This design comes from an exercise in tuning for small area, a short achievable clock period and few clock cycles per item on the open sky130 flow, not from production work.
Where RTL was checked, it was by simulation tests only, not by an equivalence proof against the original.

==> module sm4Core, before the edit <==
module sm4Core (
  input  wire logic                             clk,
  input  wire logic                             rst_n,
  input  wire logic                             start,
  input  wire logic                             decrypt,
  input  wire logic [sm4CorePkg::BLOCK_W-1:0]   key,
  input  wire logic [sm4CorePkg::BLOCK_W-1:0]   textIn,
  output logic [sm4CorePkg::BLOCK_W-1:0]        textOut,
  output logic                                  done
);
  localparam logic [ROUND_W-1:0] CNT_LAST = ROUND_W'(ROUNDS - 1);
  logic               busy;
  logic               rounds;
  logic               decMode;
  logic               valid;
  logic [ROUND_W-1:0] cnt;
  logic [ROUND_W-1:0] cntNext;
  logic               accept;
  logic               hit;
  logic               lastRound;
  logic               toRounds;
  logic               keyBack;
  logic               saveEnd;
  logic [BLOCK_W-1:0] keyIn;
  logic [BLOCK_W-1:0] kw;
  logic [BLOCK_W-1:0] ko;
  assign keyIn     = key ^ sm4TablesPkg::FK;
  assign accept    = start && !busy;
  assign hit       = valid && (keyIn == kw);
  assign lastRound = busy && rounds && (cnt == '0);
  assign toRounds  = busy && !rounds && (!decMode || cnt == CNT_LAST);
  assign keyBack   = busy && decMode && rounds;
  always_comb
  begin
    if (accept)
      cntNext = hit ? (decrypt ? CNT_LAST : ROUND_W'(1)) : '0;
    else if (!busy || lastRound)
      cntNext = '0;
    else if (rounds ? decMode : (decMode && cnt == CNT_LAST))
      cntNext = rounds ? cnt - 1'b1 : cnt;
    else
      cntNext = cnt + 1'b1;
  end
  always_ff @(posedge clk or negedge rst_n)
  begin
    if (!rst_n)
    begin
      busy    <= 1'b0;
      rounds  <= 1'b0;
      decMode <= 1'b0;
      valid   <= 1'b0;
      cnt     <= '0;
      done    <= 1'b0;
    end
    else
    begin
      done <= lastRound;
      cnt  <= cntNext;
      if (accept)
      begin
        busy    <= 1'b1;
        rounds  <= hit;
        decMode <= decrypt;
      end
      else
      begin
        if (lastRound)
        begin
          busy  <= 1'b0;
          valid <= 1'b1;
        end
        if (toRounds)
          rounds <= 1'b1;
      end
    end
  end
  logic [WORD_W-1:0] ckReg;
  always_ff @(posedge clk)
    ckReg <= sm4TablesPkg::ck(cntNext);
  logic [WORD_W-1:0] k0, k1, k2, k3;
  logic [WORD_W-1:0] tk;
  logic [WORD_W-1:0] e0, e1, e2, e3;
  logic              stepFwd;
  logic              stepBack;
  logic              encEnd;
  assign {k0, k1, k2, k3} = kw;
  assign tk = sm4TablesPkg::keyT(k1 ^ k2 ^ (keyBack ? k0 : k3) ^ ckReg);
  assign encEnd   = lastRound && !decMode;
  assign stepFwd  = (accept && hit && !decrypt) || (busy && !keyBack && !encEnd);
  assign stepBack = busy && keyBack;
  always_comb
  begin
    if (accept && !hit)
      {e0, e1, e2, e3} = keyIn;
    else if ((accept && decrypt) || encEnd)
      {e0, e1, e2, e3} = ko;
    else if (stepFwd)
      {e0, e1, e2, e3} = {k1, k2, k3, k0};
    else if (stepBack)
      {e0, e1, e2, e3} = {k3, k0, k1, k2};
    else
      {e0, e1, e2, e3} = kw;
  end
  always_ff @(posedge clk)
    kw <= {(tk & {WORD_W{stepBack}}) ^ e0, e1, e2, (tk & {WORD_W{stepFwd}}) ^ e3};
  assign saveEnd = busy && (decMode ? (rounds && cnt == CNT_LAST)
                                    : (!rounds || cnt == '0));
  always_ff @(posedge clk)
  begin
    if ((accept && hit && !decrypt) || saveEnd)
      ko <= kw;
  end
  logic [WORD_W-1:0] x0, x1, x2, x3;
  logic [WORD_W-1:0] ty;
  logic              dataRound;
  assign dataRound = busy && rounds;
  assign ty = sm4TablesPkg::dataT(x1 ^ x2 ^ x3 ^ k3);
  always_ff @(posedge clk)
  begin
    if (accept)
      {x0, x1, x2} <= textIn[127:32];
    else if (dataRound)
      {x0, x1, x2} <= {x1, x2, x3};
  end
  always_ff @(posedge clk)
    x3 <= (ty & {WORD_W{dataRound}}) ^ (accept ? textIn[31:0] : (dataRound ? x0 : x3));
  assign textOut = {x3, x2, x1, x0};
endmodule
export LEC_CHECK = 0
export CAP_MARGIN = 20
export CORE_MARGIN = 2
export CORE_UTILIZATION = 40
export SETUP_SLACK_MARGIN = 4
export SLEW_MARGIN = 20
create_clock -name core_clock -period 11.0 [get_ports {clk}]
run.sh (not shown) runs the stock make flow with config.mk's settings and CLKGATE_MAP_FILE= SYNTH_SCRIPT=/design/flow/synth_recipe.tcl, a recipe that flattens the netlist after the stock synthesis.
Testbench counts at the start, summed over its fixed seeds: cycles 55,796, blocks 1,600.
==> next run, changes <==
--- a/flow/design.v
+++ b/flow/design.v
@@ -153,20 +153,20 @@
   logic               accept;
   logic               hit;
   logic               lastRound;
   logic               toRounds;
   logic               keyBack;
+  logic               dataRound;
   logic               saveEnd;
   logic [BLOCK_W-1:0] keyIn;
   logic [BLOCK_W-1:0] kw;
   logic [BLOCK_W-1:0] ko;
   assign keyIn     = key ^ sm4TablesPkg::FK;
   assign accept    = start && !busy;
   assign hit       = valid && (keyIn == kw);
   assign lastRound = busy && rounds && (cnt == '0);
   assign toRounds  = busy && !rounds && (!decMode || cnt == CNT_LAST);
-  assign keyBack   = busy && decMode && rounds;
   always_comb
   begin
     if (accept)
       cntNext = hit ? (decrypt ? CNT_LAST : ROUND_W'(1)) : '0;
     else if (!busy || lastRound)
@@ -184,14 +184,19 @@
       rounds  <= 1'b0;
       decMode <= 1'b0;
       valid   <= 1'b0;
       cnt     <= '0;
       done    <= 1'b0;
+      keyBack <= 1'b0;
+      dataRound <= 1'b0;
     end
     else
     begin
       done <= lastRound;
+      keyBack   <= accept ? (hit && decrypt)
+                          : (busy && !lastRound && decMode && (rounds || toRounds));
+      dataRound <= accept ? hit : (busy && !lastRound && (rounds || toRounds));
       cnt  <= cntNext;
       if (accept)
       begin
         busy    <= 1'b1;
         rounds  <= hit;
@@ -245,12 +250,10 @@
     if ((accept && hit && !decrypt) || saveEnd)
       ko <= kw;
   end
   logic [WORD_W-1:0] x0, x1, x2, x3;
   logic [WORD_W-1:0] ty;
-  logic              dataRound;
-  assign dataRound = busy && rounds;
   assign ty = sm4TablesPkg::dataT(x1 ^ x2 ^ x3 ^ k3);
   always_ff @(posedge clk)
   begin
     if (accept)
       {x0, x1, x2} <= textIn[127:32];
What happened:
- The changed run ran to the end with no violations
- sequential share of layout area fell by 0.33 points
- final area rose by about 2%
- count of clock-buffer cells in the layout stays the same
- non-clock buffer count rose by 42
- setup slack improved by 0.0096 ns
- global-route usage fell by 0.13 points
Function not checked in the second run of this note: the RTL went through the layout flow alone.

========
v6:
The RTL this note starts from:
==> flow/design.v <==
`default_nettype none
package sm4TablesPkg;
  function automatic logic [1:0] gf4Mul(input logic [1:0] a, input logic [1:0] b);
    logic hh, ll, mm;
    hh = a[1] & b[1];
    ll = a[0] & b[0];
    mm = (a[1] ^ a[0]) & (b[1] ^ b[0]);
    gf4Mul = {mm ^ ll, hh ^ ll};
  endfunction
  function automatic logic [3:0] gf16Mul(input logic [3:0] a, input logic [3:0] b, input logic [1:0] nu);
    logic [1:0] hh, ll, mm;
    hh = gf4Mul(a[3:2], b[3:2]);
    ll = gf4Mul(a[1:0], b[1:0]);
    mm = gf4Mul(a[3:2] ^ a[1:0], b[3:2] ^ b[1:0]);
    gf16Mul = {mm ^ ll, gf4Mul(hh, nu) ^ ll};
  endfunction
  function automatic logic [3:0] gf16Inv2(input logic [3:0] a);
    case (a)
      4'd0: gf16Inv2 = 4'd0;
      4'd1: gf16Inv2 = 4'd1;
      4'd2: gf16Inv2 = 4'd3;
      4'd3: gf16Inv2 = 4'd2;
      4'd4: gf16Inv2 = 4'd15;
      4'd5: gf16Inv2 = 4'd12;
      4'd6: gf16Inv2 = 4'd9;
      4'd7: gf16Inv2 = 4'd11;
      4'd8: gf16Inv2 = 4'd10;
      4'd9: gf16Inv2 = 4'd6;
      4'd10: gf16Inv2 = 4'd8;
      4'd11: gf16Inv2 = 4'd7;
      4'd12: gf16Inv2 = 4'd5;
      4'd13: gf16Inv2 = 4'd14;
      4'd14: gf16Inv2 = 4'd13;
      4'd15: gf16Inv2 = 4'd4;
      default: gf16Inv2 = 4'd0;
    endcase
  endfunction
  function automatic logic [7:0] sbox(input logic [7:0] x);
    logic [7:0] t;
    logic [7:0] v;
    logic [3:0] ah, al, d, di;
    t[0] = x[1] ^ x[2] ^ x[5];
    t[1] = x[1] ^ x[4] ^ x[5] ^ x[6] ^ 1'b1;
    t[2] = x[2] ^ x[5] ^ x[7];
    t[3] = x[3] ^ x[4] ^ 1'b1;
    t[4] = x[0] ^ x[1] ^ x[2] ^ x[4] ^ x[6];
    t[5] = x[6] ^ 1'b1;
    t[6] = x[2] ^ x[7] ^ 1'b1;
    t[7] = x[0] ^ x[1] ^ x[2] ^ x[3] ^ x[4] ^ x[5] ^ x[6] ^ 1'b1;
    ah = t[7:4];
    al = t[3:0];
    d  = gf16Mul(ah, ah, 2'd2) ;
    d  = gf16Mul(d, 4'd9, 2'd2) ^ gf16Mul(ah, al, 2'd2) ^ gf16Mul(al, al, 2'd2);
    di = gf16Inv2(d);
    v  = {gf16Mul(ah, di, 2'd2), gf16Mul(ah ^ al, di, 2'd2)};
    sbox[0] = v[0] ^ v[2] ^ v[4] ^ v[6] ^ 1'b1;
    sbox[1] = v[0] ^ v[6] ^ 1'b1;
    sbox[2] = v[1] ^ v[2] ^ v[4] ^ v[5] ^ v[6];
    sbox[3] = v[0] ^ v[4] ^ v[6] ^ v[7];
    sbox[4] = v[1] ^ v[3] ^ v[7] ^ 1'b1;
    sbox[5] = v[1] ^ v[3] ^ v[5];
    sbox[6] = v[0] ^ v[1] ^ 1'b1;
    sbox[7] = v[0] ^ v[1] ^ v[2] ^ v[3] ^ v[5] ^ 1'b1;
  endfunction
  function automatic logic [31:0] ck(input logic [4:0] i);
    case (i)
      5'd0: ck = 32'h00070e15;
      5'd1: ck = 32'h1c232a31;
      5'd2: ck = 32'h383f464d;
      5'd3: ck = 32'h545b6269;
      5'd4: ck = 32'h70777e85;
      5'd5: ck = 32'h8c939aa1;
      5'd6: ck = 32'ha8afb6bd;
      5'd7: ck = 32'hc4cbd2d9;
      5'd8: ck = 32'he0e7eef5;
      5'd9: ck = 32'hfc030a11;
      5'd10: ck = 32'h181f262d;
      5'd11: ck = 32'h343b4249;
      5'd12: ck = 32'h50575e65;
      5'd13: ck = 32'h6c737a81;
      5'd14: ck = 32'h888f969d;
      5'd15: ck = 32'ha4abb2b9;
      5'd16: ck = 32'hc0c7ced5;
      5'd17: ck = 32'hdce3eaf1;
      5'd18: ck = 32'hf8ff060d;
      5'd19: ck = 32'h141b2229;
      5'd20: ck = 32'h30373e45;
      5'd21: ck = 32'h4c535a61;
      5'd22: ck = 32'h686f767d;
      5'd23: ck = 32'h848b9299;
      5'd24: ck = 32'ha0a7aeb5;
      5'd25: ck = 32'hbcc3cad1;
      5'd26: ck = 32'hd8dfe6ed;
      5'd27: ck = 32'hf4fb0209;
      5'd28: ck = 32'h10171e25;
      5'd29: ck = 32'h2c333a41;
      5'd30: ck = 32'h484f565d;
      5'd31: ck = 32'h646b7279;
      default: ck = 32'h0;
    endcase
  endfunction
  localparam logic [127:0] FK = {
    32'ha3b1bac6,
    32'h56aa3350,
    32'h677d9197,
    32'hb27022dc
  };
  function automatic logic [31:0] rotl(input logic [31:0] w, input int unsigned n);
    rotl = (w << n) | (w >> (32 - n));
  endfunction
  function automatic logic [31:0] tauSub(input logic [31:0] a);
    tauSub = {sbox(a[31:24]), sbox(a[23:16]), sbox(a[15:8]), sbox(a[7:0])};
  endfunction
  function automatic logic [31:0] dataT(input logic [31:0] x);
    logic [31:0] b;
    b = tauSub(x);
    dataT = b ^ rotl(b, 2) ^ rotl(b, 10) ^ rotl(b, 18) ^ rotl(b, 24);
  endfunction
  function automatic logic [31:0] keyT(input logic [31:0] x);
    logic [31:0] b;
    b = tauSub(x);
    keyT = b ^ rotl(b, 13) ^ rotl(b, 23);
  endfunction
endpackage
`default_nettype wire
`default_nettype none
package sm4CorePkg;
  localparam int WORD_W  = 32;
  localparam int BLOCK_W = 128;
  localparam int ROUNDS  = 32;
  localparam int ROUND_W = 5;
endpackage
`default_nettype wire
`default_nettype none
import sm4CorePkg::*;
module sm4Core (
  input  wire logic                             clk,
  input  wire logic                             rst_n,
  input  wire logic                             start,
  input  wire logic                             decrypt,
  input  wire logic [sm4CorePkg::BLOCK_W-1:0]   key,
  input  wire logic [sm4CorePkg::BLOCK_W-1:0]   textIn,
  output logic [sm4CorePkg::BLOCK_W-1:0]        textOut,
  output logic                                  done
);
  localparam logic [ROUND_W-1:0] CNT_LAST = ROUND_W'(ROUNDS - 1);
  localparam logic [WORD_W-1:0]  CK1      = 32'h1c232a31;
  localparam logic [WORD_W-1:0]  CK31     = 32'h646b7279;
  logic               busy;
  logic               spec;
  logic               hitR;
  logic               rounds;
  logic               decMode;
  logic               valid;
  logic [ROUND_W-1:0] cnt;
  logic [ROUND_W-1:0] cntNext;
  logic               accept;
  logic               missNow;
  logic               lastRound;
  logic               toRounds;
  logic               keyBack;
  logic               dataRound;
  logic               saveEnd;
  logic [BLOCK_W-1:0] keyIn;
  logic [BLOCK_W-1:0] kw;
  logic [BLOCK_W-1:0] ko;
  assign keyIn     = key ^ sm4TablesPkg::FK;
  assign accept    = start && !busy;
  assign missNow   = spec && !hitR;
  assign lastRound = busy && rounds && !spec && (cnt == '0);
  assign toRounds  = busy && !rounds && (!decMode || cnt == CNT_LAST);
  always_comb
  begin
    if (accept)
      cntNext = decrypt ? CNT_LAST : ROUND_W'(1);
    else if (!busy || lastRound || missNow)
      cntNext = '0;
    else if (rounds ? decMode : (decMode && cnt == CNT_LAST))
      cntNext = rounds ? cnt - 1'b1 : cnt;
    else
      cntNext = cnt + 1'b1;
  end
  always_ff @(posedge clk or negedge rst_n)
  begin
    if (!rst_n)
    begin
      busy      <= 1'b0;
      spec      <= 1'b0;
      hitR      <= 1'b0;
      rounds    <= 1'b0;
      decMode   <= 1'b0;
      valid     <= 1'b0;
      cnt       <= '0;
      done      <= 1'b0;
      keyBack   <= 1'b0;
      dataRound <= 1'b0;
    end
    else
    begin
      done <= lastRound;
      cnt  <= cntNext;
      spec <= accept;
      hitR <= valid && (keyIn == kw);
      keyBack   <= accept ? decrypt
                          : (busy && !lastRound && !missNow && decMode && (rounds || toRounds));
      dataRound <= accept || (busy && !lastRound && !missNow && (rounds || toRounds));
      if (accept)
      begin
        busy    <= 1'b1;
        rounds  <= 1'b1;
        decMode <= decrypt;
      end
      else
      begin
        if (lastRound)
        begin
          busy  <= 1'b0;
          valid <= 1'b1;
        end
        if (missNow)
          rounds <= 1'b0;
        else if (toRounds)
          rounds <= 1'b1;
      end
    end
  end
  logic [WORD_W-1:0] ckReg;
  always_ff @(posedge clk)
  begin
    if (accept)
      ckReg <= decrypt ? CK31 : CK1;
    else
      ckReg <= sm4TablesPkg::ck(cntNext);
  end
  logic [WORD_W-1:0] k0, k1, k2, k3;
  logic [WORD_W-1:0] tk;
  logic [WORD_W-1:0] e0, e1, e2, e3;
  logic              stepFwd;
  logic              stepBack;
  logic              encEnd;
  assign {k0, k1, k2, k3} = kw;
  assign tk = sm4TablesPkg::keyT(k1 ^ k2 ^ (keyBack ? k0 : k3) ^ ckReg);
  assign encEnd   = lastRound && !decMode;
  assign stepFwd  = (accept && !decrypt) || (busy && !keyBack && !encEnd && !missNow);
  assign stepBack = busy && keyBack && !missNow;
  always_comb
  begin
    if ((accept && decrypt) || missNow || encEnd)
      {e0, e1, e2, e3} = ko;
    else if (stepFwd)
      {e0, e1, e2, e3} = {k1, k2, k3, k0};
    else if (stepBack)
      {e0, e1, e2, e3} = {k3, k0, k1, k2};
    else
      {e0, e1, e2, e3} = kw;
  end
  always_ff @(posedge clk)
    kw <= {(tk & {WORD_W{stepBack}}) ^ e0, e1, e2, (tk & {WORD_W{stepFwd}}) ^ e3};
  assign saveEnd = busy && !missNow && (decMode ? (rounds && cnt == CNT_LAST)
                                                : (!rounds || cnt == '0));
  always_ff @(posedge clk)
  begin
    if (accept)
      ko <= keyIn;
    else if (saveEnd)
      ko <= kw;
  end
  logic [WORD_W-1:0] x0, x1, x2, x3;
  logic [WORD_W-1:0] ty;
  logic              dataStep;
  assign dataStep = dataRound && !missNow;
  assign ty = sm4TablesPkg::dataT(x1 ^ x2 ^ x3 ^ k3);
  always_ff @(posedge clk)
  begin
    if (accept)
      {x0, x1, x2} <= textIn[127:32];
    else if (dataStep)
      {x0, x1, x2} <= {x1, x2, x3};
  end
  always_ff @(posedge clk)
    x3 <= (ty & {WORD_W{dataStep}}) ^ (accept ? textIn[31:0] : (dataStep ? x0 : x3));
  assign textOut = {x3, x2, x1, x0};
endmodule
`default_nettype wire
Settings: LEC_CHECK=0, CAP_MARGIN=20, CORE_MARGIN=2, CORE_UTILIZATION=60, SETUP_SLACK_MARGIN=5, SLEW_MARGIN=20, TNS_END_PERCENT=0; clock period 11.0 ns.
standard.sh (not shown) runs the stock make flow with config.mk's settings and CLKGATE_MAP_FILE= SYNTH_SCRIPT=/design/flow/synth_recipe.tcl, a recipe that flattens the netlist after the stock synthesis.
==> flow/flow/run.sh <==
#!/bin/bash
# Own layout flow: the standard flow (standard.sh), with
#  - synthesis as standard.sh does it, except for the ABC mapping script
#    (flow/abc.script) used for the logic between the registers;
#  - the ORFS knobs in flow/knobs.txt added to the layout's make call.
# Registers, their names and cells are the standard synthesis's: the
# flip-flops are mapped before ABC runs and ABC does not touch them.
# Each tool's full output goes to a log file of its own in this folder.
set -euo pipefail
here=$(pwd)
fdir=$here/flow

# synthesis script: synth_recipe.tcl with ORFS's synth.tcl swapped for a copy
# whose abc call uses flow/abc.script.
sed "s#^  log_cmd abc {\*}\$abc_args#  set abc_args [lreplace \$abc_args 1 1 $fdir/abc.script]\n  log_cmd abc {*}\$abc_args#" \
  "$FLOW_HOME/scripts/synth.tcl" > "$here/own_synth.tcl"
grep -q "abc.script" "$here/own_synth.tcl"
sed "s#\$::env(SCRIPTS_DIR)/synth.tcl#$here/own_synth.tcl#" "$here/synth_recipe.tcl" > "$here/own_synth_recipe.tcl"
grep -q "own_synth.tcl" "$here/own_synth_recipe.tcl"

knobs=()
if [[ -f $fdir/knobs.txt ]]; then
  while IFS= read -r line; do
    [[ -n "$line" && "$line" != \#* ]] && knobs+=("$line")
  done < "$fdir/knobs.txt"
fi

bash standard.sh "SYNTH_SCRIPT=$here/own_synth_recipe.tcl" synth > "$here/synth.log" 2>&1
bash standard.sh "SYNTH_SCRIPT=$here/own_synth_recipe.tcl" "${knobs[@]}" finish > "$here/layout.log" 2>&1
test -f "$here/out/final.def"
==> flow/flow/abc.script <==
strash
dch
map -B 0.9
topo
stime -c
buffer -c
upsize -c
dnsize -c
==> flow/flow/knobs.txt <==
BUFFER_PORTS_ARGS=-buffer_cell sky130_fd_sc_hd__buf_1
v6 has completed all stages; timing, DRC and antenna checks passed.
#### Input delta (v7 over v6)
--- a/flow/design.v
+++ b/flow/design.v
@@ -143,10 +143,8 @@
   output logic [sm4CorePkg::BLOCK_W-1:0]        textOut,
   output logic                                  done
 );
   localparam logic [ROUND_W-1:0] CNT_LAST = ROUND_W'(ROUNDS - 1);
-  localparam logic [WORD_W-1:0]  CK1      = 32'h1c232a31;
-  localparam logic [WORD_W-1:0]  CK31     = 32'h646b7279;
   logic               busy;
   logic               spec;
   logic               hitR;
   logic               rounds;
@@ -160,8 +158,9 @@
   logic               toRounds;
   logic               keyBack;
   logic               dataRound;
   logic               saveEnd;
+  logic               keyBackNext;
   logic [BLOCK_W-1:0] keyIn;
   logic [BLOCK_W-1:0] kw;
   logic [BLOCK_W-1:0] ko;
   assign keyIn     = key ^ sm4TablesPkg::FK;
@@ -179,8 +178,10 @@
       cntNext = rounds ? cnt - 1'b1 : cnt;
     else
       cntNext = cnt + 1'b1;
   end
+  assign keyBackNext = accept ? decrypt
+                              : (busy && !lastRound && !missNow && decMode && (rounds || toRounds));
   always_ff @(posedge clk or negedge rst_n)
   begin
     if (!rst_n)
     begin
@@ -200,10 +201,9 @@
       done <= lastRound;
       cnt  <= cntNext;
       spec <= accept;
       hitR <= valid && (keyIn == kw);
-      keyBack   <= accept ? decrypt
-                          : (busy && !lastRound && !missNow && decMode && (rounds || toRounds));
+      keyBack   <= keyBackNext;
       dataRound <= accept || (busy && !lastRound && !missNow && (rounds || toRounds));
       if (accept)
       begin
         busy    <= 1'b1;
@@ -223,24 +223,17 @@
           rounds <= 1'b1;
       end
     end
   end
-  logic [WORD_W-1:0] ckReg;
-  always_ff @(posedge clk)
-  begin
-    if (accept)
-      ckReg <= decrypt ? CK31 : CK1;
-    else
-      ckReg <= sm4TablesPkg::ck(cntNext);
-  end
   logic [WORD_W-1:0] k0, k1, k2, k3;
   logic [WORD_W-1:0] tk;
   logic [WORD_W-1:0] e0, e1, e2, e3;
   logic              stepFwd;
   logic              stepBack;
   logic              encEnd;
+  logic [WORD_W-1:0] z;
   assign {k0, k1, k2, k3} = kw;
-  assign tk = sm4TablesPkg::keyT(k1 ^ k2 ^ (keyBack ? k0 : k3) ^ ckReg);
+  assign tk = sm4TablesPkg::keyT(z);
   assign encEnd   = lastRound && !decMode;
   assign stepFwd  = (accept && !decrypt) || (busy && !keyBack && !encEnd && !missNow);
   assign stepBack = busy && keyBack && !missNow;
   always_comb
@@ -255,8 +248,11 @@
       {e0, e1, e2, e3} = kw;
   end
   always_ff @(posedge clk)
     kw <= {(tk & {WORD_W{stepBack}}) ^ e0, e1, e2, (tk & {WORD_W{stepFwd}}) ^ e3};
+  always_ff @(posedge clk)
+    z <= (tk & {WORD_W{keyBackNext ? stepBack : stepFwd}}) ^
+         (e1 ^ e2 ^ (keyBackNext ? e0 : e3) ^ sm4TablesPkg::ck(cntNext));
   assign saveEnd = busy && !missNow && (decMode ? (rounds && cnt == CNT_LAST)
                                                 : (!rounds || cnt == '0));
   always_ff @(posedge clk)
   begin
@@ -265,20 +261,28 @@
     else if (saveEnd)
       ko <= kw;
   end
   logic [WORD_W-1:0] x0, x1, x2, x3;
+  logic [WORD_W-1:0] ex0, ex1, ex2, ex3;
+  logic [WORD_W-1:0] y;
   logic [WORD_W-1:0] ty;
   logic              dataStep;
   assign dataStep = dataRound && !missNow;
-  assign ty = sm4TablesPkg::dataT(x1 ^ x2 ^ x3 ^ k3);
-  always_ff @(posedge clk)
+  assign ty = sm4TablesPkg::dataT(y);
+  always_comb
   begin
     if (accept)
-      {x0, x1, x2} <= textIn[127:32];
+      {ex0, ex1, ex2, ex3} = textIn;
     else if (dataStep)
-      {x0, x1, x2} <= {x1, x2, x3};
-  end
-  always_ff @(posedge clk)
-    x3 <= (ty & {WORD_W{dataStep}}) ^ (accept ? textIn[31:0] : (dataStep ? x0 : x3));
+      {ex0, ex1, ex2, ex3} = {x1, x2, x3, x0};
+    else
+      {ex0, ex1, ex2, ex3} = {x0, x1, x2, x3};
+  end
+  always_ff @(posedge clk)
+  begin
+    {x0, x1, x2} <= {ex0, ex1, ex2};
+    x3 <= (ty & {WORD_W{dataStep}}) ^ ex3;
+    y  <= (ty & {WORD_W{dataStep}}) ^ (tk & {WORD_W{stepFwd}}) ^ (ex1 ^ ex2 ^ ex3 ^ e3);
+  end
   assign textOut = {x3, x2, x1, x0};
 endmodule
 `default_nettype wire
## What came out
Compared with v6, v7 shows a lower utilization.
Diff v6 -> v7: path length in cells of the critical path now sits lower; hold slack shows an increase of 30 ps; maximum achievable frequency picked up an extra 0.0036 GHz.
A category of the most critical setup path of in2reg is what v7 shows, while reg2reg belongs to v6.
v7 vs. v6: setup slack after layout shows an increase of 130 ps, area of combinational cells with multiple inputs shows a reduction of 1500 um^2, area enclosed by the die boundary shows no meaningful change, overall routed net length shows a reduction of about 10%, number of non-clock inverters in the layout shows a reduction of 14%.
v7 has total setup buffers inserted after CTS below what v6 had.
v7 ends up with higher delay contributed by the slowest stage of the critical path than v6 does.
Testbench counts of v7, summed over its fixed seeds: cycles 56,002, blocks 1,600.
No functional check of the RTL was part of v6.

==> what the ideal ports hide <==
Ports are ideal in the flow. The routed layouts listed here were re-timed in OpenROAD.
Step 1 sets driving cells, clkbuf_16 on the clock port and buf_2 on the other inputs (assumed; they add their load-dependent delay and slew).
Step 2 also shifts input and output timing later by t, the mid clock arrival at the registers, as if the neighbouring blocks saw the same clock.
a / b / c = no drivers / after step 1 / after step 2; a / b = the first two.
run | t (ns) | slack for setup (ns) | worst hold slack (ns) | slew at the worst register clock pin (ns)
the first run of note 1 | 0.686 | 4.079 / 4.079 / 3.460 | 0.512 / 0.512 / 0.512 | 0.07 / 0.07
the second run of note 1 | 0.692 | 4.089 / 4.121 / 3.441 | 0.497 / 0.497 / 0.497 | 0.07 / 0.07
v6 | 0.691 | 4.963 / 4.963 / 4.945 | 0.505 / 0.505 / 0.505 | 0.07 / 0.07
v7 | 0.681 | 5.093 / 5.143 / 4.462 | 0.535 / 0.535 / 0.535 | 0.07 / 0.07
After both steps every run listed still meets setup and hold. For the second run of note 1, which loses most, drivers alone change the setup slack by +0.032 ns; drivers and shift together by -0.648 ns.
